This is an optimization exercise on Yosys and OpenROAD, whose aim is small area, a short achievable clock period and few clock cycles per item, not a production implementation.
Only simulation tests tie the RTL to the original design; equivalence was not proved.
No activity file was given, so power comes from the tool's default toggle rates.

**flow/flow/run.sh**
```bash
#!/bin/bash
# Standard layout, with the port buffers made from plain buffers instead of
# the cell buffer_ports picks by default (often a delay cell).
set -e
cp standard.sh standard.sh.txt 2>/dev/null || true
export BUFFER_PORTS_ARGS="-buffer_cell sky130_fd_sc_hd__buf_4"
bash standard.sh > standard.log 2>&1
```
**flow/standard.sh**
```bash
#!/bin/bash
# synth_recipe.tcl (not shown) runs the flow's synth.tcl, then flattens the netlist and writes it again
# the make line also repeats each setting of config.mk as NAME=value (left out here)
make -C /OpenROAD-flow-scripts/flow DESIGN_CONFIG=/design/flow/config.mk WORK_HOME=/design/flow/orfs CLKGATE_MAP_FILE= SYNTH_SCRIPT=/design/flow/synth_recipe.tcl "${@:-finish}"
```
**flow/config.mk**
```make
export PLATFORM = sky130hd
export DESIGN_NAME = risc14Exec
export DESIGN_NICKNAME = risc14Exec
export VERILOG_FILES = /design/flow/design.v
export SDC_FILE = /design/flow/constraint.sdc
export NUM_CORES = 4
export LEC_CHECK = 0
export ABC_AREA = 1
export CAP_MARGIN = 20
export CORE_MARGIN = 2
export CORE_UTILIZATION = 50
export SETUP_SLACK_MARGIN = 5.0
export SLEW_MARGIN = 20
export TNS_END_PERCENT = 5
```
**flow/constraint.sdc**
```tcl
create_clock -name core_clock -period 7.5 [get_ports {Clock_not}]
set_input_delay 1.5000 -clock core_clock [delete_from_list [all_inputs] [get_ports {Clock_not}]]
set_output_delay 1.5000 -clock core_clock [all_outputs]
set_load 0.01 [all_outputs]
```
**flow/design.v**
```verilog
`default_nettype none
package risc14Pkg;
	typedef struct packed {
		logic [7-1:0] laneHi;  
		logic [7-1:0] laneLo;  
	} risc14Lanes;
	typedef union packed {
		logic [14-1:0] scalar;
		risc14Lanes lanes;
	} risc14Word;
endpackage
`default_nettype wire
`default_nettype none
module mulTree
(
	input wire logic [13:0] a,
	input wire logic [13:0] b,
	output logic [13:0] sumRow,
	output logic [13:0] carryRow
);
	wire one0 = b[0] ^ 1'b0;
	wire two0 = (b[1] & ~b[0] & ~1'b0) | (~b[1] & b[0] & 1'b0);
	wire neg0 = b[1];
	wire pp0_0 = ((one0 & a[0]) | (two0 & 1'b0)) ^ neg0;
	wire pp0_1 = ((one0 & a[1]) | (two0 & a[0])) ^ neg0;
	wire pp0_2 = ((one0 & a[2]) | (two0 & a[1])) ^ neg0;
	wire pp0_3 = ((one0 & a[3]) | (two0 & a[2])) ^ neg0;
	wire pp0_4 = ((one0 & a[4]) | (two0 & a[3])) ^ neg0;
	wire pp0_5 = ((one0 & a[5]) | (two0 & a[4])) ^ neg0;
	wire pp0_6 = ((one0 & a[6]) | (two0 & a[5])) ^ neg0;
	wire pp0_7 = ((one0 & a[7]) | (two0 & a[6])) ^ neg0;
	wire pp0_8 = ((one0 & a[8]) | (two0 & a[7])) ^ neg0;
	wire pp0_9 = ((one0 & a[9]) | (two0 & a[8])) ^ neg0;
	wire pp0_10 = ((one0 & a[10]) | (two0 & a[9])) ^ neg0;
	wire pp0_11 = ((one0 & a[11]) | (two0 & a[10])) ^ neg0;
	wire pp0_12 = ((one0 & a[12]) | (two0 & a[11])) ^ neg0;
	wire pp0_13 = ((one0 & a[13]) | (two0 & a[12])) ^ neg0;
	wire one1 = b[2] ^ b[1];
	wire two1 = (b[3] & ~b[2] & ~b[1]) | (~b[3] & b[2] & b[1]);
	wire neg1 = b[3];
	wire pp1_0 = ((one1 & a[0]) | (two1 & 1'b0)) ^ neg1;
	wire pp1_1 = ((one1 & a[1]) | (two1 & a[0])) ^ neg1;
	wire pp1_2 = ((one1 & a[2]) | (two1 & a[1])) ^ neg1;
	wire pp1_3 = ((one1 & a[3]) | (two1 & a[2])) ^ neg1;
	wire pp1_4 = ((one1 & a[4]) | (two1 & a[3])) ^ neg1;
	wire pp1_5 = ((one1 & a[5]) | (two1 & a[4])) ^ neg1;
	wire pp1_6 = ((one1 & a[6]) | (two1 & a[5])) ^ neg1;
	wire pp1_7 = ((one1 & a[7]) | (two1 & a[6])) ^ neg1;
	wire pp1_8 = ((one1 & a[8]) | (two1 & a[7])) ^ neg1;
	wire pp1_9 = ((one1 & a[9]) | (two1 & a[8])) ^ neg1;
	wire pp1_10 = ((one1 & a[10]) | (two1 & a[9])) ^ neg1;
	wire pp1_11 = ((one1 & a[11]) | (two1 & a[10])) ^ neg1;
	wire one2 = b[4] ^ b[3];
	wire two2 = (b[5] & ~b[4] & ~b[3]) | (~b[5] & b[4] & b[3]);
	wire neg2 = b[5];
	wire pp2_0 = ((one2 & a[0]) | (two2 & 1'b0)) ^ neg2;
	wire pp2_1 = ((one2 & a[1]) | (two2 & a[0])) ^ neg2;
	wire pp2_2 = ((one2 & a[2]) | (two2 & a[1])) ^ neg2;
	wire pp2_3 = ((one2 & a[3]) | (two2 & a[2])) ^ neg2;
	wire pp2_4 = ((one2 & a[4]) | (two2 & a[3])) ^ neg2;
	wire pp2_5 = ((one2 & a[5]) | (two2 & a[4])) ^ neg2;
	wire pp2_6 = ((one2 & a[6]) | (two2 & a[5])) ^ neg2;
	wire pp2_7 = ((one2 & a[7]) | (two2 & a[6])) ^ neg2;
	wire pp2_8 = ((one2 & a[8]) | (two2 & a[7])) ^ neg2;
	wire pp2_9 = ((one2 & a[9]) | (two2 & a[8])) ^ neg2;
	wire one3 = b[6] ^ b[5];
	wire two3 = (b[7] & ~b[6] & ~b[5]) | (~b[7] & b[6] & b[5]);
	wire neg3 = b[7];
	wire pp3_0 = ((one3 & a[0]) | (two3 & 1'b0)) ^ neg3;
	wire pp3_1 = ((one3 & a[1]) | (two3 & a[0])) ^ neg3;
	wire pp3_2 = ((one3 & a[2]) | (two3 & a[1])) ^ neg3;
	wire pp3_3 = ((one3 & a[3]) | (two3 & a[2])) ^ neg3;
	wire pp3_4 = ((one3 & a[4]) | (two3 & a[3])) ^ neg3;
	wire pp3_5 = ((one3 & a[5]) | (two3 & a[4])) ^ neg3;
	wire pp3_6 = ((one3 & a[6]) | (two3 & a[5])) ^ neg3;
	wire pp3_7 = ((one3 & a[7]) | (two3 & a[6])) ^ neg3;
	wire one4 = b[8] ^ b[7];
	wire two4 = (b[9] & ~b[8] & ~b[7]) | (~b[9] & b[8] & b[7]);
	wire neg4 = b[9];
	wire pp4_0 = ((one4 & a[0]) | (two4 & 1'b0)) ^ neg4;
	wire pp4_1 = ((one4 & a[1]) | (two4 & a[0])) ^ neg4;
	wire pp4_2 = ((one4 & a[2]) | (two4 & a[1])) ^ neg4;
	wire pp4_3 = ((one4 & a[3]) | (two4 & a[2])) ^ neg4;
	wire pp4_4 = ((one4 & a[4]) | (two4 & a[3])) ^ neg4;
	wire pp4_5 = ((one4 & a[5]) | (two4 & a[4])) ^ neg4;
	wire one5 = b[10] ^ b[9];
	wire two5 = (b[11] & ~b[10] & ~b[9]) | (~b[11] & b[10] & b[9]);
	wire neg5 = b[11];
	wire pp5_0 = ((one5 & a[0]) | (two5 & 1'b0)) ^ neg5;
	wire pp5_1 = ((one5 & a[1]) | (two5 & a[0])) ^ neg5;
	wire pp5_2 = ((one5 & a[2]) | (two5 & a[1])) ^ neg5;
	wire pp5_3 = ((one5 & a[3]) | (two5 & a[2])) ^ neg5;
	wire one6 = b[12] ^ b[11];
	wire two6 = (b[13] & ~b[12] & ~b[11]) | (~b[13] & b[12] & b[11]);
	wire neg6 = b[13];
	wire pp6_0 = ((one6 & a[0]) | (two6 & 1'b0)) ^ neg6;
	wire pp6_1 = ((one6 & a[1]) | (two6 & a[0])) ^ neg6;
	wire s1 = pp0_10 ^ pp1_8;
	wire c2 = pp0_10 & pp1_8;
	wire s3 = pp0_11 ^ pp1_9;
	wire c4 = pp0_11 & pp1_9;
	wire p7 = pp0_12 ^ pp1_10;
	wire s5 = p7 ? ~pp2_8 : pp2_8;
	wire c6 = p7 ? pp2_8 : pp0_12;
	wire s8 = pp3_6 ^ pp4_4;
	wire c9 = pp3_6 & pp4_4;
	wire p12 = pp0_13 ^ pp1_11;
	wire s10 = p12 ? ~pp2_9 : pp2_9;
	wire c11 = p12 ? pp2_9 : pp0_13;
	wire s13 = pp3_7 ^ pp4_5;
	wire c14 = pp3_7 & pp4_5;
	wire s15 = pp0_6 ^ pp1_4;
	wire c16 = pp0_6 & pp1_4;
	wire s17 = pp0_7 ^ pp1_5;
	wire c18 = pp0_7 & pp1_5;
	wire p21 = pp0_8 ^ pp1_6;
	wire s19 = p21 ? ~pp2_4 : pp2_4;
	wire c20 = p21 ? pp2_4 : pp0_8;
	wire s22 = pp3_2 ^ pp4_0;
	wire c23 = pp3_2 & pp4_0;
	wire p26 = pp0_9 ^ pp1_7;
	wire s24 = p26 ? ~pp2_5 : pp2_5;
	wire c25 = p26 ? pp2_5 : pp0_9;
	wire s27 = pp3_3 ^ pp4_1;
	wire c28 = pp3_3 & pp4_1;
	wire p31 = pp2_6 ^ pp3_4;
	wire s29 = p31 ? ~pp4_2 : pp4_2;
	wire c30 = p31 ? pp4_2 : pp2_6;
	wire p34 = pp5_0 ^ neg5;
	wire s32 = p34 ? ~s1 : s1;
	wire c33 = p34 ? s1 : pp5_0;
	wire p37 = pp2_7 ^ pp3_5;
	wire s35 = p37 ? ~pp4_3 : pp4_3;
	wire c36 = p37 ? pp4_3 : pp2_7;
	wire p40 = pp5_1 ^ s3;
	wire s38 = p40 ? ~c2 : c2;
	wire c39 = p40 ? c2 : pp5_1;
	wire p43 = pp5_2 ^ pp6_0;
	wire s41 = p43 ? ~neg6 : neg6;
	wire c42 = p43 ? neg6 : pp5_2;
	wire p46 = s5 ^ s8;
	wire s44 = p46 ? ~c4 : c4;
	wire c45 = p46 ? c4 : s5;
	wire p49 = pp5_3 ^ pp6_1;
	wire s47 = p49 ? ~s10 : s10;
	wire c48 = p49 ? s10 : pp5_3;
	wire p52 = s13 ^ c6;
	wire s50 = p52 ? ~c9 : c9;
	wire c51 = p52 ? c9 : s13;
	wire s53 = pp0_4 ^ pp1_2;
	wire c54 = pp0_4 & pp1_2;
	wire s55 = pp0_5 ^ pp1_3;
	wire c56 = pp0_5 & pp1_3;
	wire p59 = pp2_2 ^ pp3_0;
	wire s57 = p59 ? ~neg3 : neg3;
	wire c58 = p59 ? neg3 : pp2_2;
	wire p62 = pp2_3 ^ pp3_1;
	wire s60 = p62 ? ~s17 : s17;
	wire c61 = p62 ? s17 : pp2_3;
	wire p65 = neg4 ^ s19;
	wire s63 = p65 ? ~s22 : s22;
	wire c64 = p65 ? s22 : neg4;
	wire p68 = s24 ^ s27;
	wire s66 = p68 ? ~c20 : c20;
	wire c67 = p68 ? c20 : s24;
	wire p71 = s29 ^ s32;
	wire s69 = p71 ? ~c25 : c25;
	wire c70 = p71 ? c25 : s29;
	wire p74 = s35 ^ s38;
	wire s72 = p74 ? ~c30 : c30;
	wire c73 = p74 ? c30 : s35;
	wire p77 = s41 ^ s44;
	wire s75 = p77 ? ~c36 : c36;
	wire c76 = p77 ? c36 : s41;
	wire p80 = s47 ^ s50;
	wire s78 = p80 ? ~c42 : c42;
	wire c79 = p80 ? c42 : s47;
	wire s81 = pp0_2 ^ pp1_0;
	wire c82 = pp0_2 & pp1_0;
	wire s83 = pp0_3 ^ pp1_1;
	wire c84 = pp0_3 & pp1_1;
	wire p87 = pp2_0 ^ neg2;
	wire s85 = p87 ? ~s53 : s53;
	wire c86 = p87 ? s53 : pp2_0;
	wire p90 = pp2_1 ^ s55;
	wire s88 = p90 ? ~c54 : c54;
	wire c89 = p90 ? c54 : pp2_1;
	wire p93 = s15 ^ s57;
	wire s91 = p93 ? ~c56 : c56;
	wire c92 = p93 ? c56 : s15;
	wire p96 = c16 ^ s60;
	wire s94 = p96 ? ~c58 : c58;
	wire c95 = p96 ? c58 : c16;
	wire p99 = c18 ^ s63;
	wire s97 = p99 ? ~c61 : c61;
	wire c98 = p99 ? c61 : c18;
	wire p102 = c23 ^ s66;
	wire s100 = p102 ? ~c64 : c64;
	wire c101 = p102 ? c64 : c23;
	wire p105 = c28 ^ s69;
	wire s103 = p105 ? ~c67 : c67;
	wire c104 = p105 ? c67 : c28;
	wire p108 = c33 ^ s72;
	wire s106 = p108 ? ~c70 : c70;
	wire c107 = p108 ? c70 : c33;
	wire p111 = c39 ^ s75;
	wire s109 = p111 ? ~c73 : c73;
	wire c110 = p111 ? c73 : c39;
	wire p114 = c45 ^ s78;
	wire s112 = p114 ? ~c76 : c76;
	wire c113 = p114 ? c76 : c45;
	assign sumRow = {s112, s109, s106, s103, s100, s97, s94, s91, s88, s85, s83, neg1, pp0_1, pp0_0};
	assign carryRow = {c110, c107, c104, c101, c98, c95, c92, c89, c86, c84, c82, s81, 1'b0, neg0};
endmodule
`default_nettype wire
`timescale 1ns/100ps
`default_nettype none
module risc14Exec
(
	input wire logic Clock_not,
	input wire logic rstN,
	input wire logic psel,
	input wire logic penable,
	input wire logic pwrite,
	input wire logic [8-1:0] paddr,
	input wire logic [32-1:0] pwdata,
	output logic [32-1:0] prdata,
	output logic pready,
	output logic pslverr
);
	localparam logic [3:0] K_CPY = 4'd0;   
	localparam logic [3:0] K_ADD = 4'd1;   
	localparam logic [3:0] K_VEC = 4'd2;   
	localparam logic [3:0] K_MULF = 4'd3;  
	localparam logic [3:0] K_NOT = 4'd4;
	localparam logic [3:0] K_AND = 4'd5;
	localparam logic [3:0] K_OR = 4'd6;
	localparam logic [3:0] K_XOR = 4'd7;
	localparam logic [3:0] K_SRL = 4'd8;
	localparam logic [3:0] K_SRA = 4'd9;
	localparam logic [3:0] K_ROTL = 4'd10;
	localparam logic [3:0] K_ROTR = 4'd11;
	localparam logic [3:0] K_NONE = 4'd15;  
	logic [14-1:0] regFile [0:16-1];
	logic [12-1:0] statusReg;
	logic [14-1:0] opA;  
	logic [14-1:0] opB;  
	logic [4-1:0] destIdx;
	logic [3:0] kOp;
	logic isSub;
	logic commit;   
	logic mulBusy;  
	logic errQ;
	logic [5-1:0] wordIdx;
	logic [6-1:0] opc;
	logic setup;
	logic isReg, isInstr, isStatus;
	logic opcLegal, useImm, instrExec, hostWrite, isMul;
	logic [3:0] kNew;
	assign wordIdx = paddr[6:2];
	assign opc = pwdata[13:8];
	assign setup = psel & ~penable;
	assign isReg = ~wordIdx[4];
	assign isInstr = (wordIdx == 5'd16);
	assign isStatus = (wordIdx == 5'd17);
	always_comb begin
		opcLegal = 1'b1;
		useImm = 1'b0;
		kNew = K_CPY;
		case (opc)
			6'h02: kNew = K_CPY;
			6'h05, 6'h06: kNew = K_ADD;
			6'h07, 6'h08: begin kNew = K_ADD; useImm = 1'b1; end
			6'h09: kNew = K_MULF;
			6'h0B: kNew = K_NOT;
			6'h0C: kNew = K_AND;
			6'h0D: kNew = K_OR;
			6'h0E: kNew = K_XOR;
			6'h0F: begin kNew = K_SRL; useImm = 1'b1; end
			6'h10: begin kNew = K_SRA; useImm = 1'b1; end
			6'h11: begin kNew = K_ROTL; useImm = 1'b1; end
			6'h12: begin kNew = K_ROTR; useImm = 1'b1; end
			6'h17, 6'h18: kNew = K_VEC;
			default: opcLegal = 1'b0;
		endcase
	end
	assign instrExec = isInstr & pwrite & opcLegal;
	assign hostWrite = isReg & pwrite;
	assign isMul = (opc == 6'h09);
	logic [14-1:0] mulSum, mulCarry;
	mulTree mulUnit (.a(opA), .b(opB), .sumRow(mulSum), .carryRow(mulCarry));
	logic readA, writeA, selSr, keepB, immB;
	logic [3:0] loA, hiA, loB, hiB;
	logic [14-1:0] grpA [0:3];
	logic [14-1:0] grpB [0:3];
	logic [14-1:0] portB, nextA, nextB;
	assign readA = ~mulBusy & ~pwrite;
	assign writeA = ~mulBusy & pwrite;
	assign selSr = ~mulBusy & ~pwrite & isStatus;
	assign keepB = ~mulBusy & ~hostWrite & ~useImm;
	assign immB = ~mulBusy & (hostWrite | useImm);
	always_comb begin
		for (int l = 0; l < 4; l++) begin
			loA[l] = (readA & isReg & (wordIdx[1:0] == l))
				| (writeA & (pwdata[4+1:4] == l));
			hiA[l] = pwrite ? (pwdata[7:7-1] == l) : (wordIdx[3:2] == l);
			loB[l] = (pwdata[0+1:0] == l);
			hiB[l] = (pwdata[3:3-1] == l);
		end
		nextA = ({14{mulBusy}} & mulSum)
			| ({14{selSr}} & {{(14-12){1'b0}}, statusReg});
		portB = '0;
		for (int h = 0; h < 4; h++) begin
			grpA[h] = '0;
			grpB[h] = '0;
			for (int l = 0; l < 4; l++) begin
				grpA[h] = grpA[h] | ({14{loA[l]}} & regFile[4*h+l]);
				grpB[h] = grpB[h] | ({14{loB[l]}} & regFile[4*h+l]);
			end
			nextA = nextA | ({14{hiA[h]}} & grpA[h]);
			portB = portB | ({14{hiB[h]}} & grpB[h]);
		end
		nextB = ({14{mulBusy}} & mulCarry)
			| ({14{keepB}} & portB)
			| ({14{~mulBusy & hostWrite}} & pwdata[14-1:0])
			| ({14{immB}}
				& {{(14-4){1'b0}}, pwdata[3:0]});
	end
	always_ff @(posedge Clock_not) begin
		mulBusy <= setup & instrExec & isMul;
		commit <= (setup & (hostWrite | (instrExec & ~isMul))) | mulBusy;
		errQ <= ~(isReg | instrExec | (isStatus & ~pwrite));
		destIdx <= hostWrite ? wordIdx[4-1:0] : pwdata[7:4];
		isSub <= ~hostWrite & ((opc == 6'h06) | (opc == 6'h08) | (opc == 6'h18));
		kOp <= ~rstN ? K_NONE : (mulBusy ? K_MULF : (hostWrite ? K_CPY : kNew));
		opA <= nextA;
		opB <= nextB;
	end
	logic isVec;
	logic [14-1:0] bx, prop, gen;
	logic gapX, gapY;
	logic [16:0] sum;
	logic [14-1:0] addRes;
	assign isVec = (kOp == K_VEC);
	assign bx = opB ^ {14{isSub}};
	assign prop = opA ^ bx;
	assign gen = opA & bx;
	assign gapX = ~isVec | isSub;
	assign gapY = isVec & isSub;
	assign sum = {1'b0, opA[13:7], gapX, opA[6:0], 1'b1} + {1'b0, bx[13:7], gapY, bx[6:0], isSub};
	assign addRes = {sum[15:9], sum[7:1]};
	logic [1:0] shamt;
	logic [2:0] fill;
	logic [16:0] shrOut;
	logic [27:0] rotl;
	assign shamt = opB[1:0];
	assign fill = (kOp == K_ROTR) ? opA[2:0] : ((kOp == K_SRA) ? {3{opA[13]}} : 3'b000);
	assign shrOut = {fill, opA} >> shamt;
	assign rotl = {opA, opA} << shamt;
	logic selAdd, selProp, selGen, selShr, selRotl, selNot, selCpy;
	assign selAdd = ((kOp == K_ADD) | (kOp == K_VEC) | (kOp == K_MULF));
	assign selProp = ((kOp == K_XOR) | (kOp == K_OR));
	assign selNot = (kOp == K_NOT);
	assign selCpy = (kOp == K_CPY);
	assign selGen = ((kOp == K_AND) | (kOp == K_OR));
	assign selShr = ((kOp == K_SRL) | (kOp == K_SRA) | (kOp == K_ROTR));
	assign selRotl = (kOp == K_ROTL);
	logic [14-1:0] result, otherRes;
	assign otherRes = ({14{selProp}} & prop)
		| ({14{selGen}} & gen)
		| ({14{selShr}} & shrOut[13:0])
		| ({14{selRotl}} & rotl[27:14])
		| ({14{selNot}} & ~opA)
		| ({14{selCpy}} & opB);
	assign result = ({14{selAdd}} & addRes) | otherRes;
	logic [14-1:0] zCarry;
	logic zLoAdd, zHiAdd;
	assign zCarry = {opA[12:7] | bx[12:7], isVec ? isSub : (opA[6] | bx[6]),
		opA[5:0] | bx[5:0], isSub};
	assign zLoAdd = (prop[6:0] == zCarry[6:0]);
	assign zHiAdd = (prop[13:7] == zCarry[13:7]);
	logic zLo, zHi;
	logic flagC, flagV, loC, loV;
	logic wrCV, wrNZ, wrLane;
	assign zLo = (zLoAdd | ~selAdd) & (otherRes[6:0] == '0);
	assign zHi = (zHiAdd | ~selAdd) & (otherRes[13:7] == '0);
	assign flagC = sum[16] ^ isSub;
	assign flagV = (opA[13] == bx[13]) & (addRes[13] != opA[13]);
	assign loC = sum[8] ^ isSub;
	assign loV = (opA[6] == bx[6]) & (addRes[6] != opA[6]);
	assign wrCV = commit & (kOp == K_ADD);
	assign wrNZ = commit & ((kOp == K_ADD) | (kOp == K_MULF) | (kOp == K_NOT)
		| (kOp == K_AND) | (kOp == K_OR) | (kOp == K_XOR));
	assign wrLane = commit & isVec;
	always_ff @(posedge Clock_not) begin
		for (int i = 0; i < 16; i++) begin
			if (!rstN || (commit && destIdx == i)) begin
				regFile[i] <= result;
			end
		end
	end
	always_ff @(posedge Clock_not) begin
		if (!rstN || wrCV) begin
			statusReg[11] <= rstN & flagC;
			statusReg[9] <= rstN & flagV;
		end
		if (!rstN || wrNZ) begin
			statusReg[10] <= rstN & result[13];
			statusReg[8] <= rstN & zLo & zHi;
		end
		if (!rstN || wrLane) begin
			statusReg[7:0] <= {8{rstN}} & {flagC, result[13], flagV, zHi,
				loC, result[6], loV, zLo};
		end
	end
	assign prdata = {{(32-14){1'b0}}, opA};
	assign pready = ~mulBusy;
	assign pslverr = errQ;
endmodule
`default_nettype wire
```
==> results of run 1 <==
==> cell usage in the layout (no fill, tap or decap), types with 19 or more instances in the layout <==
| cell | Yosys | layout |
|---|---|---|
| nand3_1 | 124 | 118 |
| o22ai_1 | 164 | 160 |
| a22o_1 | 26 | 26 |
| nor2_1 | 78 | 72 |
| nand2_1 | 366 | 351 |
| o21ai_1 | 8 | 23 |
| xor2_1 | 49 | 47 |
| o21ai_2 | 7 | 19 |
| buf_12 | 0 | 19 |
| clkbuf_16 | 0 | 32 |
| a21oi_1 | 183 | 170 |
| inv_1 | 286 | 266 |
| ha_1 | 43 | 35 |
| dfxtp_1 | 40 | 27 |
| edfxtp_1 | 236 | 236 |
| o21ai_0 | 127 | 94 |
| xnor2_1 | 22 | 19 |
| buf_4 | 21 | 106 |
| nand2_2 | 21 | 29 |
==> timing repair <==
action | 4_1_cts | 5_1_grt
gates cloned | 17 | 1
gates resized for setup | 231 | 11
setup buffers | 57 | 4
hold endpoints to repair | 0 | 0
pin swaps | 47 | 13
endpoints found under the setup margin | 263 | 263
==> cells in the mapped netlist (10+ instances only) <==
cell type  count  area, um2
o21ai_0      127        636
xnor2_1       22        193
nor4_1        10       62.6
dfxtp_1       40        801
nor2_1        78        293
a31oi_1       16        100
inv_2         19       71.3
xor2_1        49        429
a21oi_1      183        916
clkbuf_1      42        158
edfxtp_1     236       7090
nand2_2       21        131
o22ai_1      164       1030
inv_1        286       1070
nand3_1      124        621
nor3_1        15       75.1
buf_4         21        158
ha_1          43        538
buf_1         16       60.1
nand4_1       12       75.1
a22o_1        26        228
buf_2         23        115
nand2_1      366       1370
==> worst min path at each step <==
stage | slack, ns | from | end | depth (start not counted)
global placement | 0.47 | statusReg[2] | opA[2] | 2
global route | 0.51 | statusReg[6] | opA[6] | 2
CTS | 0.49 | statusReg[6] | opA[6] | 2
finish | 0.49 | statusReg[6] | opA[6] | 2
floorplan | 0.42 | statusReg[5] | opA[5] | 2
detailed placement | 0.46 | statusReg[2] | opA[2] | 2
==> final cells by class <==
cell class	count	area share, %
Tap cell	455	2.68
Clock buffer	36	3.74
Timing Repair Buffer	157	8.46
Clock inverter	21	0.879
Multi-Input combinational cell	1400	40.8
Inverter	313	6.13
Sequential cell	276	37.3
==> worst max-delay path, stage by stage <==
cell	delay (ns)
buf_4	0.11
clkinvlp_4	0.23
nand2_8	0.15
buf_12	0.23
o22ai_1	0.11
a21oi_1	0.13
a21oi_1	0.11
nor4_4	0.42
nor2_1	0.14
a21oi_1	0.19
nand2_1	0.07
==> where the power goes <==
part,internal (mW),switching [mW]
Combinational,0.954,1.74
Clock,0.859,0.640
Sequential,2.08,0.166
Total,3.89,2.55
==> metal layers <==
metal / track usage [%] / vias to the layer above / routed length (um)
met4: 24.4 / 4 / 5050
li1: - / 7446 / -
met1: 46.6 / 7774 / 25000
met5: 0 / - / 27
met3: 6.55 / 259 / 7230
met2: 60.4 / 1050 / 31000
==> sequential cells by signal, summed over array words and instances (netlist names) <==
name       flops
errQ           1
mulBusy        1
isSub          1
opB           14
kOp            4
commit         1
opA           14
statusReg     12
destIdx        4
regFile      224
==> logic make-up after synthesis <==
logic type | synth area share (%)
AO/OA/AOI/OAI | 20.6
buffers and inverters | 9.92
XOR/XNOR | 3.87
adder cells (fa/ha/maj) | 3.10
AND/OR/NAND/NOR | 17.0
other | 0.0216
flip-flops | 45.5
==> stage by stage <==
step,hold slack [ns],util (%)
2_1_floorplan,0.423,-
3_3_place_gp,0.465,53.0
3_5_place_dp,0.463,53.1
4_1_cts,0.494,61.4
5_1_grt,0.506,61.7
6_report,0.492,61.7
==> impl_metrics.json, run 1 <==
{
  "tightestPinTransition_ns": 1.11,
  "clk-insertion-delay-late_ns": 0.59,
  "fp-row-count": 68,
  "slew_headroom_pct": 25.7,
  "worstPathMaxFanout": 32,
  "synth_edf_count": 236,
  "antenna_found_initial": 2,
  "fin_crit_sh_pct": 39.5,
  "wl_per_cell_um": 25.7,
  "drive_gt1_share_pct": 19.7,
  "ant_nets": 0,
  "outcome": "timing/DRC/antenna clean",
  "finalSetupViolations": 0,
  "multiInputGateArea_um2": 8650,
  "antenna_cells": 0,
  "crit_path_start_kind": "primary input",
  "synthArstFlopShare_pct": 0,
  "clockBufferDepth": 3,
  "placed_area_um2": 18300,
  "fp.coreArea_um2": 34400,
  "final_max_slew_viol_count": 0,
  "synth_seq_cells": 276,
  "finClkSkew_ns": 0.0189,
  "via_per_inst": 6.22,
  "die_h_um": 190,
  "ys_seq_area_share_pct": 45.5,
  "gp_routability_congestion": 0.992,
  "power.leakage_nw": 8.87,
  "drv_cap": 0,
  "grt_remaining_overflow": 0,
  "ys.flop_type": "edfxtp_1",
  "cts_tree": "yes",
  "initial_core_util_pct": 50.5,
  "cellPowerDensity_nw_per_um2": 303,
  "cts_max_level": 1,
  "r2r_cells": 16,
  "grt_max_degree": 47,
  "dp_slack_ns": 2.82,
  "r2r_slack_ns": 4.54,
  "syn_area_um2": 17400,
  "dieArea_um2": 36200,
  "root_buffer": "clkbuf_16",
  "final_area_um2": 21200,
  "total_power_mw": 6.44,
  "via_count": 16533,
  "n_fill_cell": 2968,
  "final.setup.worst_slack_ns": 4.54,
  "worstSetupPathType": "primary input to flop",
  "synth_cells": 2074,
  "ios": 79,
  "die_width_um": 190,
  "end_kind": "flop",
  "fin_cells": 2658,
  "fin_tns_setup_ns": 0,
  "seq_area_um2": 7920,
  "dp_hpwl_um": 43100,
  "post-place-cells": 2521,
  "ctsHoldBuffers": 0,
  "fin_nets": 2267,
  "grt_use_total_pct": 37.5,
  "final-hold-violation-count": 0,
  "drt_first_pass_iters": 6,
  "io_buffers": 39,
  "clkTransAtPathRegs_ns": 0.06,
  "ys_types": 67,
  "ir_drop_mv": 0.240,
  "rsz0062_at_grt": "true",
  "syn_to_final_growth_pct": 22.3,
  "grt_pass1_wl_um": 98800,
  "wirelength_um": 68300,
  "crit_start": "pwdata[1]",
  "reg2reg_from": "opA[1]",
  "period_minus_slack_ns": 2.96,
  "first_iter_violations": 1788,
  "ys_warn_count": 4,
  "avgSynthCellArea_um2": 8.37,
  "arrival_ns": 3.43,
  "drc": 0,
  "critPathCapture": "opB[11]",
  "reg2reg_to": "regFile[11][12]",
  "cts_made_buffers": 31,
  "cp.required_ns": 7.97,
  "hold_path_class": "flop to flop",
  "max_freq_mhz": 338,
  "grt_pass1_vias": 15613,
  "clkSinkCount": 276
}
Testbench counts, summed over its fixed seeds: cycles 19,530, transfers 9,600.
==> run 2, diff against run 1 <==
--- a/flow/config.mk
+++ b/flow/config.mk
@@ -11,4 +11,4 @@
 export CORE_UTILIZATION = 50
 export SETUP_SLACK_MARGIN = 5.0
 export SLEW_MARGIN = 20
-export TNS_END_PERCENT = 5
+export TNS_END_PERCENT = 1
==> run 2 against run 1 <==
Total power down 1.1%. Fmax down 0.40%. Synthesized cell count unchanged. Flip-flop and latch count unchanged. Critical path depth up 4. Still clean on timing, DRC and antenna. Sequential share of layout area up 0.32 points. Combinational power down 2%. Worst setup slack worse by 0.012 ns. Critical path type is now flop to flop. Largest power group unchanged. Clock-buffer cell count up 2.
==> impl_metrics.json, run 2 <==
{
  "drive_gt1_share_pct": 19.2,
  "fin_nets": 2247,
  "crit_path_start_kind": "flop",
  "ir_drop_mv": 0.201,
  "grt_max_degree": 47,
  "antenna_cells": 0,
  "drc": 0,
  "fin_tns_setup_ns": 0,
  "dp_hpwl_um": 42500,
  "regMostFlops": "regFile",
  "clkSinkCount": 276,
  "synth_seq_cells": 276,
  "first_iter_violations": 1895,
  "ys_seq_area_share_pct": 45.5,
  "clockBufferDepth": 3,
  "fin_crit_sh_pct": 39.6,
  "synth_edf_count": 236,
  "holdPathEnd": "opA[2]",
  "grt_remaining_overflow": 0,
  "io_buffers": 39,
  "antenna_found_initial": 1,
  "min_path_cells": 2,
  "cts_made_buffers": 29,
  "wl_per_cell_um": 25.7,
  "final_common_cell": "nand2_1",
  "max_freq_mhz": 337,
  "wirelength_um": 67600,
  "fin_cells": 2636,
  "yosys-top-cells-area": "edfxtp_1 41%, nand2_1 7.9%, inv_1 6.2%, o22ai_1 5.9%, a21oi_1 5.3%",
  "mostFrequentLayoutCells": "352 x nand2_1, 265 x inv_1, 236 x edfxtp_1",
  "root_buffer": "clkbuf_16",
  "synth_top_area_cell": "edfxtp_1",
  "ys.flop_type": "edfxtp_1",
  "ys_warn_count": 4,
  "r2r_slack_ns": 4.53,
  "cpMostUsedCell": "nand2_2",
  "clk-insertion-delay-late_ns": 0.58,
  "synth_cells": 2074,
  "via_per_inst": 6.22,
  "cellPowerDensity_nw_per_um2": 302,
  "outcome": "timing/DRC/antenna clean",
  "rsz0062_at_grt": "true",
  "fp.coreArea_um2": 34400,
  "avgSynthCellArea_um2": 8.37,
  "grt_use_total_pct": 36.7,
  "fp-row-count": 68,
  "drt_first_pass_iters": 6,
  "post-place-cells": 2513,
  "ios": 79,
  "netlist_top_cells_count": "366 x nand2_1, 286 x inv_1, 236 x edfxtp_1",
  "syn_to_final_growth_pct": 21.5,
  "power.leakage_nw": 8.77,
  "end_kind": "flop",
  "cp_cell_sequence": "buf_12 -> xnor2_2 -> ha_1 -> nand3_1 -> nand2_2 -> nand2_2 -> nand2_2 -> a21oi_4 -> o21ai_4 -> a21boi_2 -> o21ai_2 -> a31oi_1 -> or2_1 -> nand3_4 -> nand2_8",
  "ctsHoldBuffers": 0,
  "hold_start": "statusReg[2]",
  "ant_nets": 0,
  "finalSetupViolations": 0,
  "die_h_um": 190,
  "period_minus_slack_ns": 2.97,
  "top_regs": "regFile (224), opA (14), opB (14)",
  "arrival_ns": 3.26,
  "synth_most_common_cell": "nand2_1",
  "cts_max_level": 1,
  "grt_pass1_wl_um": 97300,
  "hold_slack_ns": 0.502,
  "syn_area_um2": 17400,
  "worstSetupPathType": "flop to flop",
  "cts_tree": "yes",
  "gp_routability_congestion": 0.973,
  "initial_core_util_pct": 50.5,
  "hold_path_class": "flop to flop",
  "grt_pass1_vias": 15403,
  "drv_cap": 0,
  "final_max_slew_viol_count": 0,
  "tightestPinTransition_ns": 1.11,
  "critPathSlowestCell": "dfxtp_4",
  "die_width_um": 190,
  "ys_types": 67,
  "finClkSkew_ns": 0.0192,
  "r2r_cells": 15,
  "reg2reg_to": "regFile[9][11]",
  "slew_headroom_pct": 26.1,
  "via_count": 16403,
  "largest_register_ffs": 224,
  "synthArstFlopShare_pct": 0,
  "final-hold-violation-count": 0,
  "reg2reg_from": "isSub",
  "max_stage_delay_ns": 0.38,
  "worstPathMaxFanout": 8,
  "cp.required_ns": 7.79,
  "dieArea_um2": 36200,
  "clkTransAtPathRegs_ns": 0.07,
  "yosysTopAreaCellShare_pct": 40.8
}
run 2: cell type report:
type / instances / area, um2
clock buffers: 38 / 790
fillers: 2999 / 13300
clock inverters: 15 / 154
well taps: 455 / 569
multi-input cells: 1401 / 8700
repair buffers: 138 / 1630
flip-flops and latches: 276 / 7930
inverters: 313 / 1290
run 2: how the worst max path moves through the flow:
stage / startpoint / endpoint / slack (ns) / cells after the start
floorplan: pwdata[9] / opB[0] / 4.55 / 13
global placement: pwrite / opA[12] / 2.90 / 11
detailed placement: pwrite / opA[10] / 2.85 / 11
CTS: isSub / regFile[1][12] / 4.62 / 16
global route: isSub / regFile[3][11] / 4.42 / 16
finish: isSub / regFile[9][11] / 4.53 / 15
run 2: power breakdown:
part / switching [mW] / internal, mW / leakage [nW]
sequential: 0.196 / 2.08 / 2.74
combinational: 1.69 / 0.951 / 5.57
clock: 0.610 / 0.840 / 0.457
total: 2.50 / 3.87 / 8.77
run 2: timing repair:
item	CTS	global route
endpoints found under the setup margin	280	278
gates cloned	16	2
pin swaps	36	16
gates resized for setup	197	32
hold endpoints to repair	0	0
setup buffers	39	13
run 2: critical path: cells and delay by family, from the launching register on:
family	cells	cell delay [ns]
compound gates	5	0.73
xor+xnor	1	0.16
fa+ha+maj	1	0.34
buf+inv	1	0.16
flops	1	0.38
simple gates	7	0.89
run 2: logic make-up after synthesis:
family / share of synthesized area, %
AOI/OAI and AO/OA: 20.6
buffers and inverters: 9.92
other: 0.0216
DFF: 45.5
adders and majority gates: 3.10
xor gates and xnor gates: 3.87
and+or+nand+nor: 17.0
run 2: per-layer routing:
layer	global-route usage, %	part of all wire [%]	wire length, um
met5	0	0.018	12
met4	18.9	6.0	4050
met3	5.94	9.5	6410
met2	60.5	47	31500
met1	46.7	38	25700
run 2: per-stage QoR:
step | util [%] | total power [mW] | instance area [um2] | setup WS (ns)
5_1_grt | 61.3 | 6.69 | 21100 | 4.42
6_report | 61.3 | 6.36 | 21100 | 4.53
3_5_place_dp | 52.9 | 4.56 | 18200 | 2.85
2_1_floorplan | - | 3.91 | 17600 | 4.55
4_1_cts | 60.4 | 6.24 | 20800 | 4.62
3_3_place_gp | 52.8 | 4.51 | 18200 | 2.90
==> run 3, diff against run 2 <==
--- a/flow/config.mk
+++ b/flow/config.mk
@@ -11,4 +11,4 @@
 export CORE_UTILIZATION = 50
 export SETUP_SLACK_MARGIN = 5.0
 export SLEW_MARGIN = 20
-export TNS_END_PERCENT = 1
+export TNS_END_PERCENT = 20
==> run 3 against run 2 <==
Still clean. Global-route usage shrank 0.97 points. Cell count is 2.3% higher. Fmax grew 0.49%. Flip-flop and latch count did not move. Cell area up 4.9%. Core utilization rose by 3.0 points. First-iteration DRC count grew 21%. Critical endpoint is now regFile[0][12].
==> impl_metrics.json, run 3 <==
{
  "dp_hpwl_um": 42600,
  "reg2reg_from": "isSub",
  "outcome": "timing/DRC/antenna clean",
  "die_width_um": 190,
  "wl_per_cell_um": 26.4,
  "synthAdderAreaFrac_pct": 3.10,
  "fin_crit_sh_pct": 39.4,
  "ys.flop_type": "edfxtp_1",
  "hold_start": "statusReg[2]",
  "cts_made_buffers": 31,
  "antenna_cells": 0,
  "synth_edf_count": 236,
  "first_iter_violations": 2288,
  "post-place-cells": 2513,
  "ir_drop_mv": 0.255,
  "dieArea_um2": 36200,
  "drv_cap": 0,
  "top_regs": "regFile (224), opA (14), opB (14)",
  "fin_cells": 2696,
  "grt_use_total_pct": 35.8,
  "syn_to_final_growth_pct": 27.5,
  "synth_seq_cells": 276,
  "use_met3_pct": 4.71,
  "drive_gt1_share_pct": 24.6,
  "ant_nets": 0,
  "grt_remaining_overflow": 0,
  "ios": 79,
  "seq_area_um2": 7940,
  "mostFrequentLayoutCells": "346 x nand2_1, 261 x inv_1, 236 x edfxtp_1",
  "cp.required_ns": 7.80,
  "via_per_inst": 6.35,
  "arrival_ns": 3.25,
  "clockBufferDepth": 3,
  "root_buffer": "clkbuf_16",
  "drc": 0,
  "grt.busiest_layer": "met2",
  "worstPathMaxFanout": 8,
  "rsz0062_at_grt": "true",
  "tightestPinTransition_ns": 1.01,
  "synth-compound-area-share_pct": 20.6,
  "period_minus_slack_ns": 2.96,
  "max_freq_mhz": 338,
  "crit_start": "isSub",
  "ctsHoldBuffers": 0,
  "drt_first_pass_iters": 9,
  "ys_types": 67,
  "syn_area_um2": 17400,
  "finClkSkew_ns": 0.0165,
  "gp_routability_congestion": 0.981,
  "cts_tree": "yes",
  "synth_top_area_cell": "edfxtp_1",
  "io_buffers": 39,
  "grt_pass1_wl_um": 96000,
  "fp.coreArea_um2": 34400,
  "synthMuxAreaShare_pct": 0,
  "crit_path_start_kind": "flop",
  "clkSinkCount": 276,
  "worstSetupPathType": "flop to flop",
  "synthArstFlopShare_pct": 0,
  "final-hold-violation-count": 0,
  "fp-row-count": 68,
  "final_common_cell": "nand2_1",
  "end_kind": "flop",
  "fin_tns_setup_ns": 0,
  "final.setup.worst_slack_ns": 4.54,
  "die_h_um": 190,
  "synth_top_family_by_area": "compound AO/OA/AOI/OAI gates",
  "use_met1_pct": 46.4,
  "n_fill_cell": 2853,
  "largest_register_ffs": 224,
  "yosys-top-cells-area": "edfxtp_1 41%, nand2_1 7.9%, inv_1 6.2%, o22ai_1 5.9%, a21oi_1 5.3%",
  "use_met2_pct": 58.0,
  "fin_nets": 2305,
  "slew_headroom_pct": 32.3,
  "avgSynthCellArea_um2": 8.37,
  "cellPowerDensity_nw_per_um2": 300,
  "synth_cells": 2074,
  "initial_core_util_pct": 50.5,
  "netlist_top_cells_count": "366 x nand2_1, 286 x inv_1, 236 x edfxtp_1",
  "clkTransAtPathRegs_ns": 0.07,
  "yosys.area_share.simple_pct": 17.0,
  "clk-insertion-delay-late_ns": 0.57,
  "via_count": 17127,
  "synth_most_common_cell": "nand2_1",
  "antenna_found_initial": 0,
  "multiInputGateArea_um2": 9080,
  "ys_seq_area_share_pct": 45.5,
  "grt_pass1_vias": 15536,
  "cts_max_level": 1,
  "synth_xor_area_share_pct": 3.87,
  "ys_warn_count": 4,
  "utilization_pct": 64.3,
  "finalSetupViolations": 0,
  "regMostFlops": "regFile",
  "final_max_slew_viol_count": 0,
  "dp_slack_ns": 3.24,
  "power.leakage_nw": 9.17,
  "hold_slack_ns": 0.496,
  "yosysTopAreaCellShare_pct": 40.8,
  "hold_path_class": "flop to flop",
  "wirelength_um": 71200,
  "grt_max_degree": 57
}
[run 3: cell counts after synthesis]
Identical to the previous run, type by type.
[run 3: cell families after synthesis]
logic type | count (synthesis)
XOR/XNOR | 74
other | 1
AO/OA/AOI/OAI | 594
AND/OR/NAND/NOR | 667
buffers and inverters | 419
flip-flops | 276
adder cells (fa/ha/maj) | 43
[run 3: routing by layer]
metal	wire [um]	part of all wire, %	vias to the layer above
met5	0	0	-
met2	32500	46	1250
met1	25200	35	8036
met3	8010	11	325
met4	5410	7.6	0
li1	-	-	7516
[run 3: final cells by class]
cell class | instances | area share (%)
Timing Repair Buffer | 191 | 9.71
Timing Repair inverter | 3 | 0.153
Tap cell | 455 | 2.57
Clock inverter | 23 | 1.03
Clock buffer | 34 | 3.56
Multi-Input combinational cell | 1401 | 41.1
Inverter | 313 | 6.01
Sequential cell | 276 | 35.9
[run 3: repair_timing]
action,CTS,global route
endpoints found under the setup margin,280,279
setup buffers,41,58
gates cloned,6,21
gates resized for setup,147,211
pin swaps,34,65
[run 3: final timing paths]
check / endpoint / slack, ns / cells after the start
setup / recovery: regFile[0][12] / 4.54 / 17
hold / removal: opA[2] / 0.50 / 2
setup reg to reg: regFile[0][12] / 4.54 / 17
hold reg to reg: opA[2] / 0.50 / 2
[run 3: per-stage QoR]
| stage | power, mW | instance area, um2 |
|---|---|---|
| floorplan | 3.92 | 17600 |
| global placement | 4.51 | 18200 |
| detailed placement | 4.57 | 18200 |
| CTS | 6.33 | 20400 |
| global route | 6.95 | 22100 |
| finish | 6.64 | 22100 |
[run 3: worst max-delay path: stages, from the launching register on]
cell and delay, ns:
dfxtp_4 0.46, buf_12 0.18, xnor2_4 0.10, inv_1 0.08, ha_2 0.20, inv_1 0.06
o21ai_2 0.16, a31oi_2 0.07, o21ai_4 0.10, a21oi_2 0.09, nor2_2 0.12, nor2_2 0.06
a21oi_2 0.17, nand3_2 0.12, and2_4 0.16, or2_4 0.25, nand3_4 0.16, nand2_8 0.11
[run 3: power by group]
| group | leakage [nW] | switching [mW] | internal (mW) | total, mW |
|---|---|---|---|---|
| logic | 5.92 | 1.80 | 1.03 | 2.83 |
| clock network | 0.502 | 0.645 | 0.893 | 1.54 |
| registers | 2.74 | 0.194 | 2.08 | 2.27 |
| total | 9.17 | 2.64 | 4.00 | 6.64 |
==> run 4, diff against run 3 <==
--- a/flow/config.mk
+++ b/flow/config.mk
@@ -9,6 +9,8 @@
 export CAP_MARGIN = 20
 export CORE_MARGIN = 2
 export CORE_UTILIZATION = 50
+export CTS_CLUSTER_DIAMETER = 60
+export CTS_CLUSTER_SIZE = 30
 export SETUP_SLACK_MARGIN = 5.0
 export SLEW_MARGIN = 20
-export TNS_END_PERCENT = 20
+export TNS_END_PERCENT = 5
==> run 4 against run 3 <==
Sequential power decreased by 2%. First-iteration DRC count decreased by 15%. Sequential share of layout area increased by 1.2 points. Total power decreased by 2.5%. Cell area decreased by 3.6%. Clock-buffer cell count decreased by 7. Critical path depth decreased by 1. Synthesized cell count unchanged. Cell count decreased by 1.7%. Clock power decreased by 3%. Flip-flop and latch count unchanged. Synthesized area unchanged. Critical path type unchanged. Largest cell class unchanged.
==> impl_metrics.json, run 4 <==
{
  "min_path_cells": 2,
  "syn_area_um2": 17400,
  "final.setup.worst_slack_ns": 4.51,
  "fin_tns_setup_ns": 0,
  "topRoutingLayerUsed": "met5",
  "period_minus_slack_ns": 2.99,
  "drv_cap": 0,
  "crit_path_start_kind": "flop",
  "worstSetupPathType": "flop to flop",
  "max_freq_mhz": 335,
  "power.leakage_nw": 8.88,
  "grt_max_degree": 47,
  "initial_core_util_pct": 50.5,
  "rsz0062_at_grt": "true",
  "ctsHoldBuffers": 0,
  "cp_cell_sequence": "buf_12 -> xnor2_4 -> ha_4 -> nand3_2 -> nand2_2 -> inv_2 -> o21ai_4 -> a21oi_2 -> nor2_2 -> nor2_2 -> a21oi_2 -> nand3_2 -> and2_4 -> or2_4 -> nand3_4 -> nand2_8",
  "slew_headroom_pct": 23.9,
  "drt_first_pass_iters": 5,
  "cellPowerDensity_nw_per_um2": 304,
  "synth_seq_cells": 276,
  "final_common_cell": "nand2_1",
  "fin_crit_sh_pct": 39.9,
  "finClkSkew_ns": 0.0184,
  "ir_drop_mv": 0.306,
  "largest_register_ffs": 224,
  "worstPathMaxFanout": 8,
  "dp_hpwl_um": 43100,
  "syn_to_final_growth_pct": 22.9,
  "r2r_slack_ns": 4.51,
  "synth_cells": 2074,
  "grt_pass1_wl_um": 99000,
  "grt_remaining_overflow": 0,
  "wl_per_cell_um": 25.7,
  "ios": 79,
  "cp_top_family": "simple AND/OR/NAND/NOR gates",
  "tightestPinTransition_ns": 1.14,
  "cts_tree": "yes",
  "critPathSlowestCell": "dfxtp_4",
  "clk-insertion-delay-late_ns": 0.57,
  "critical_path_buf_inv_count": 2,
  "mostFrequentLayoutCells": "347 x nand2_1, 265 x inv_1, 236 x edfxtp_1",
  "cts_max_level": 1,
  "root_buffer": "clkbuf_16",
  "fp.coreArea_um2": 34400,
  "final-hold-violation-count": 0,
  "first_iter_violations": 1937,
  "clkTransAtPathRegs_ns": 0.08,
  "arrival_ns": 3.28,
  "ys.flop_type": "edfxtp_1",
  "yosysTopAreaCellShare_pct": 40.8,
  "synth_most_common_cell": "nand2_1",
  "wirelength_um": 68100,
  "avgSynthCellArea_um2": 8.37,
  "netlist_top_cells_count": "366 x nand2_1, 286 x inv_1, 236 x edfxtp_1",
  "r2r_cells": 16,
  "synth_edf_count": 236,
  "met2_length_um": 31400,
  "placed_area_um2": 18300,
  "grt_use_total_pct": 37.6,
  "ys_types": 67,
  "holdPathEnd": "opA[6]",
  "dieArea_um2": 36200,
  "yosys-top-cells-area": "edfxtp_1 41%, nand2_1 7.9%, inv_1 6.2%, o22ai_1 5.9%, a21oi_1 5.3%",
  "die_width_um": 190,
  "io_buffers": 39,
  "grt_pass1_vias": 15524,
  "clockBufferDepth": 3,
  "clkSinkCount": 276,
  "ys_warn_count": 4,
  "fin_nets": 2263,
  "wl_met3_um": 6900,
  "reg2reg_to": "regFile[0][12]",
  "regMostFlops": "regFile",
  "synthArstFlopShare_pct": 0,
  "die_h_um": 190,
  "finalSetupViolations": 0,
  "hold_start": "statusReg[6]",
  "hold_path_class": "flop to flop",
  "ys_seq_area_share_pct": 45.5,
  "fp-row-count": 68,
  "antenna_found_initial": 1,
  "drc": 0,
  "final_area_um2": 21300,
  "antenna_cells": 0,
  "gp_routability_congestion": 0.992,
  "outcome": "timing/DRC/antenna clean",
  "met1_length_um": 24800,
  "end_kind": "flop",
  "n_fill_cell": 2960,
  "via_per_inst": 6.21,
  "utilization_pct": 62.0,
  "drive_gt1_share_pct": 20.6,
  "ant_nets": 0,
  "synth_top_area_cell": "edfxtp_1",
  "final_max_slew_viol_count": 0,
  "dp_slack_ns": 2.82,
  "via_count": 16451,
  "cp.required_ns": 7.80,
  "max_stage_delay_ns": 0.52,
  "cts_made_buffers": 26,
  "reg2reg_from": "isSub",
  "top_regs": "regFile (224), opA (14), opB (14)"
}
## run 4: cell types whose count changed in the layout (fill, tap and decap cells not counted), sizes merged
cell and change:
clkbuf -18, buf -28, nand2 -1, clkinv -11
a31oi +1, or2 -1, clkinvlp +2, inv +4
bufbuf +5
## run 4: stage by stage
stage	power, mW	hold slack (ns)	cells
final	6.47	0.498	2649
after global routing	6.81	0.510	2649
after CTS	6.39	0.496	2642
after detailed placement	4.57	0.463	2521
after global placement	4.52	0.465	2517
after floorplan	3.91	0.423	2091
## run 4: routing by layer
metal  up-vias  GRT usage (%)
li1       7448              -
met1      7784           46.2
met2       969           60.4
met3       248           7.43
met4         2           24.8
met5         -              0
## run 4: worst reg2reg max path, cell delays in order, from the launching register on
cell and delay [ns]:
dfxtp_4 0.52, buf_12 0.17, xnor2_4 0.07, ha_4 0.29, nand3_2 0.08, nand2_2 0.09, inv_2 0.05, o21ai_4 0.16
a21oi_2 0.09, nor2_2 0.15, nor2_2 0.05, a21oi_2 0.14, nand3_2 0.12, and2_4 0.17, or2_4 0.25, nand3_4 0.17
nand2_8 0.13
## run 4: cell families after synthesis
group | Yosys count | synth area share [%]
AO/OA/AOI/OAI | 594 | 20.6
other | 1 | 0.0216
AND/OR/NAND/NOR | 667 | 17.0
flip-flops | 276 | 45.5
buffers and inverters | 419 | 9.92
XOR/XNOR | 74 | 3.87
adder cells (fa/ha/maj) | 43 | 3.10
## run 4: worst max path at each step
stage	end	cells after the start	startpoint
after floorplan	opB[0]	13	pwdata[9]
after global placement	opA[10]	11	pwrite
after detailed placement	opA[8]	11	pwrite
after CTS	regFile[9][11]	16	isSub
after global routing	regFile[0][12]	16	isSub
final	regFile[0][12]	16	isSub
## run 4: timing repair
action	4_1_cts	5_1_grt
setup buffers	56	6
endpoints found under the setup margin	263	263
gates resized for setup	240	18
gates cloned	18	0
pin swaps	58	21
## run 4: power by group
part           leakage (nW)  internal, mW  switching [mW]  total (mW)
clock                 0.463         0.829           0.670        1.50
combinational          5.68         0.976            1.76        2.74
sequential             2.74          2.07           0.162        2.23
total                  8.88          3.88            2.59        6.47
## run 4: cell type report
type / count / area (um2) / share of cell area [%]
multi-input combinational: 1400 / 8760 / 41.1
sequential: 276 / 7920 / 37.1
timing repair buffer: 157 / 1790 / 8.39
inverter: 313 / 1300 / 6.10
clock buffer: 27 / 676 / 3.17
tap: 455 / 569 / 2.67
clock inverter: 20 / 300 / 1.41
timing repair inverter: 1 / 8.76 / 0.0411
==> run 5, diff against run 4 <==
==> flow/flow/run.sh (replaced) <==
#!/bin/bash
# Standard layout, with the port buffers made from plain buffers instead of
# the cell buffer_ports picks by default (often a delay cell), and power
# recovery (downsizing of gates off the critical paths) after global routing.
set -e
export BUFFER_PORTS_ARGS="-buffer_cell sky130_fd_sc_hd__buf_4"
export RECOVER_POWER=50
bash standard.sh > standard.log 2>&1
--- a/flow/config.mk
+++ b/flow/config.mk
@@ -9,8 +9,6 @@
 export CAP_MARGIN = 20
 export CORE_MARGIN = 2
 export CORE_UTILIZATION = 50
-export CTS_CLUSTER_DIAMETER = 60
-export CTS_CLUSTER_SIZE = 30
 export SETUP_SLACK_MARGIN = 5.0
 export SLEW_MARGIN = 20
 export TNS_END_PERCENT = 5
==> run 5 against run 4 <==
The layout now fails its checks (max-capacitance violations, max-slew violations). Global-route usage down 0.12 points. Via count up 0.18%. Cell area down 1.4%.
==> impl_metrics.json, run 5 <==
{
  "synth_most_common_cell": "nand2_1",
  "synthArstFlopShare_pct": 0,
  "max_freq_mhz": 242,
  "mostFrequentLayoutCells": "351 x nand2_1, 266 x inv_1, 236 x edfxtp_1",
  "slew_headroom_pct": -121,
  "yosysTopAreaCellShare_pct": 40.8,
  "max_stage_delay_ns": 1.62,
  "ys.flop_type": "edfxtp_1",
  "grt_pass1_vias": 15613,
  "ys_seq_area_share_pct": 45.5,
  "synthAdderAreaFrac_pct": 3.10,
  "clkSinkCount": 276,
  "critPathSlowestCell": "o21ai_0",
  "netlist_top_cells_count": "366 x nand2_1, 286 x inv_1, 236 x edfxtp_1",
  "root_buffer": "clkbuf_16",
  "initial_core_util_pct": 50.5,
  "ctsHoldBuffers": 0,
  "top_regs": "regFile (224), opA (14), opB (14)",
  "so_faults": "max-capacitance violations, max-slew violations",
  "regMostFlops": "regFile",
  "cts_tree": "yes",
  "drc": 0,
  "clkTransAtPathRegs_ns": 0.06,
  "cts_made_buffers": 31,
  "critical_path_buf_inv_count": 1,
  "antenna_found_initial": 2,
  "ys_types": 67,
  "first_iter_violations": 1895,
  "antenna_cells": 0,
  "largest_register_ffs": 224,
  "grt_max_degree": 47,
  "cts_max_level": 1,
  "die_width_um": 190,
  "ios": 79,
  "via_count": 16481,
  "arrival_ns": 3.99,
  "wl_per_cell_um": 25.7,
  "period_minus_slack_ns": 4.14,
  "wirelength_um": 68300,
  "dp_hpwl_um": 43100,
  "synthMuxAreaShare_pct": 0,
  "avgSynthCellArea_um2": 8.37,
  "worstSetupPathType": "primary input to flop",
  "synth_cells": 2074,
  "tightestPinTransition_ns": 3.29,
  "cellPowerDensity_nw_per_um2": 305,
  "ir_drop_mv": 0.239,
  "hold_slack_ns": 0.497,
  "via_per_inst": 6.20,
  "final_max_slew_viol_count": 30,
  "fp-row-count": 68,
  "synth_top_area_cell": "edfxtp_1",
  "die_h_um": 190,
  "synth_edf_count": 236,
  "cp_top_family": "compound AO/OA/AOI/OAI gates",
  "finClkSkew_ns": 0.0199,
  "yosys-top-cells-area": "edfxtp_1 41%, nand2_1 7.9%, inv_1 6.2%, o22ai_1 5.9%, a21oi_1 5.3%",
  "cp.required_ns": 7.35,
  "drt_first_pass_iters": 6,
  "final_common_cell": "nand2_1",
  "crit_path_start_kind": "primary input",
  "synth_seq_cells": 276,
  "synth-compound-area-share_pct": 20.6,
  "grt_remaining_overflow": 0,
  "drive_gt1_share_pct": 18.3,
  "final-hold-violation-count": 0,
  "ys_warn_count": 4,
  "clk-insertion-delay-late_ns": 0.59,
  "power.leakage_nw": 8.77,
  "drv_cap": 2,
  "fin_tns_setup_ns": 0,
  "fin_nets": 2267,
  "syn_area_um2": 17400,
  "cp_cell_sequence": "clkbuf_1 -> o21ai_0",
  "fin_crit_sh_pct": 55.2,
  "dieArea_um2": 36200,
  "end_kind": "flop",
  "clockBufferDepth": 3,
  "syn_to_final_growth_pct": 21.2,
  "synth_xor_area_share_pct": 3.87,
  "grt_pass1_wl_um": 98800,
  "yosys.area_share.simple_pct": 17.0,
  "worstPathMaxFanout": 25,
  "finalSetupViolations": 0,
  "hold_path_class": "flop to flop",
  "grt_use_total_pct": 37.5,
  "total_power_mw": 6.42,
  "rsz0062_at_grt": "true",
  "outcome": "complete, but fails checks",
  "ant_nets": 0,
  "fp.coreArea_um2": 34400,
  "gp_routability_congestion": 0.992,
  "io_buffers": 39,
  "synth_top_family_by_area": "compound AO/OA/AOI/OAI gates"
}
## run 5: final timing paths
check / startpoint / end / slack, ns / depth (start not counted)
setup / recovery: rstN / regFile[9][5] / 3.36 / 2
hold / removal: statusReg[6] / opA[6] / 0.50 / 2
setup reg to reg: destIdx[0] / regFile[9][5] / 3.83 / 4
hold reg to reg: statusReg[6] / opA[6] / 0.50 / 2
## run 5: logic make-up (layout without fill, tap and decap cells)
logic type	count (synthesis)	in the layout
buffers and inverters	419	527
AND/OR/NAND/NOR	667	670
adder cells (fa/ha/maj)	43	43
AO/OA/AOI/OAI	594	595
XOR/XNOR	74	74
flip-flops	276	276
other	1	18
## run 5: what timing repair did
item / 4_1_cts / 5_1_grt
gates resized for setup: 231 / 11
setup endpoints to repair: 263 / 263
cloned: 17 / 1
pin swaps: 47 / 13
setup buffers: 57 / 4
## run 5: where the power goes
part	switching (mW)	internal (mW)	total [mW]
clock	0.634	0.859	1.49
sequential	0.166	2.08	2.24
combinational	1.74	0.940	2.68
## run 5: area by class of cell
type | count | area [um2]
Fill cell | 3000 | 13300
Multi-Input combinational cell | 1400 | 8580
Sequential cell | 276 | 7920
Timing Repair Buffer | 157 | 1680
Inverter | 313 | 1300
Clock buffer | 36 | 795
Tap cell | 455 | 569
Clock inverter | 21 | 186
## run 5: through the flow
step	setup slack [ns]	utilization, %	instances	cell area, um2
6_report	3.36	61.2	2658	21000
5_1_grt	3.34	61.2	2658	21000
4_1_cts	4.61	61.4	2652	21100
3_5_place_dp	2.82	53.1	2521	18300
3_3_place_gp	2.90	53.0	2517	18200
2_1_floorplan	4.55	-	2091	17600
## run 5: routing by layer
| metal | wire [um] | track usage [%] |
|---|---|---|
| met5 | 27 | 0 |
| met4 | 4980 | 24.4 |
| met3 | 7120 | 6.55 |
| met2 | 31000 | 60.4 |
| met1 | 25100 | 46.6 |

==> re-timing with driven ports <==
No port has a modelled driver above. Below, the same layouts with a new extraction and two added sets of constraints. Step 1, drivers: a clkbuf_16 drives Clock_not and a buf_2 each remaining input, both assumed. Step 2 times the ports against the registers' clock, not the clock port: input delays grow and output delays shrink by t, the midpoint of the rising clock arrivals with the driver on. Three values: no drivers, after step 1, after step 2; two values: the first two.
run	shift t [ns]	setup slack, ns	worst setup path at the end	worst register clock-pin slew, ns	worst data-port slew with drivers (ns)
run 1	0.637	4.540 / 4.542 / 3.933	input to register	0.07 / 0.07	0.08
run 2	0.623	4.528 / 4.528 / 3.976	input to register	0.07 / 0.07	0.06
run 3	0.619	4.543 / 4.508 / 4.000	input to register	0.07 / 0.07	0.06
run 4	0.617	4.511 / 4.511 / 3.927	input to register	0.08 / 0.08	0.07
run 5	0.636	3.361 / 3.384 / 2.748	input to register	0.07 / 0.07	0.08
The setup slack of run 5, which loses most, moves by +0.023 ns with the drivers and by -0.613 ns with both steps.
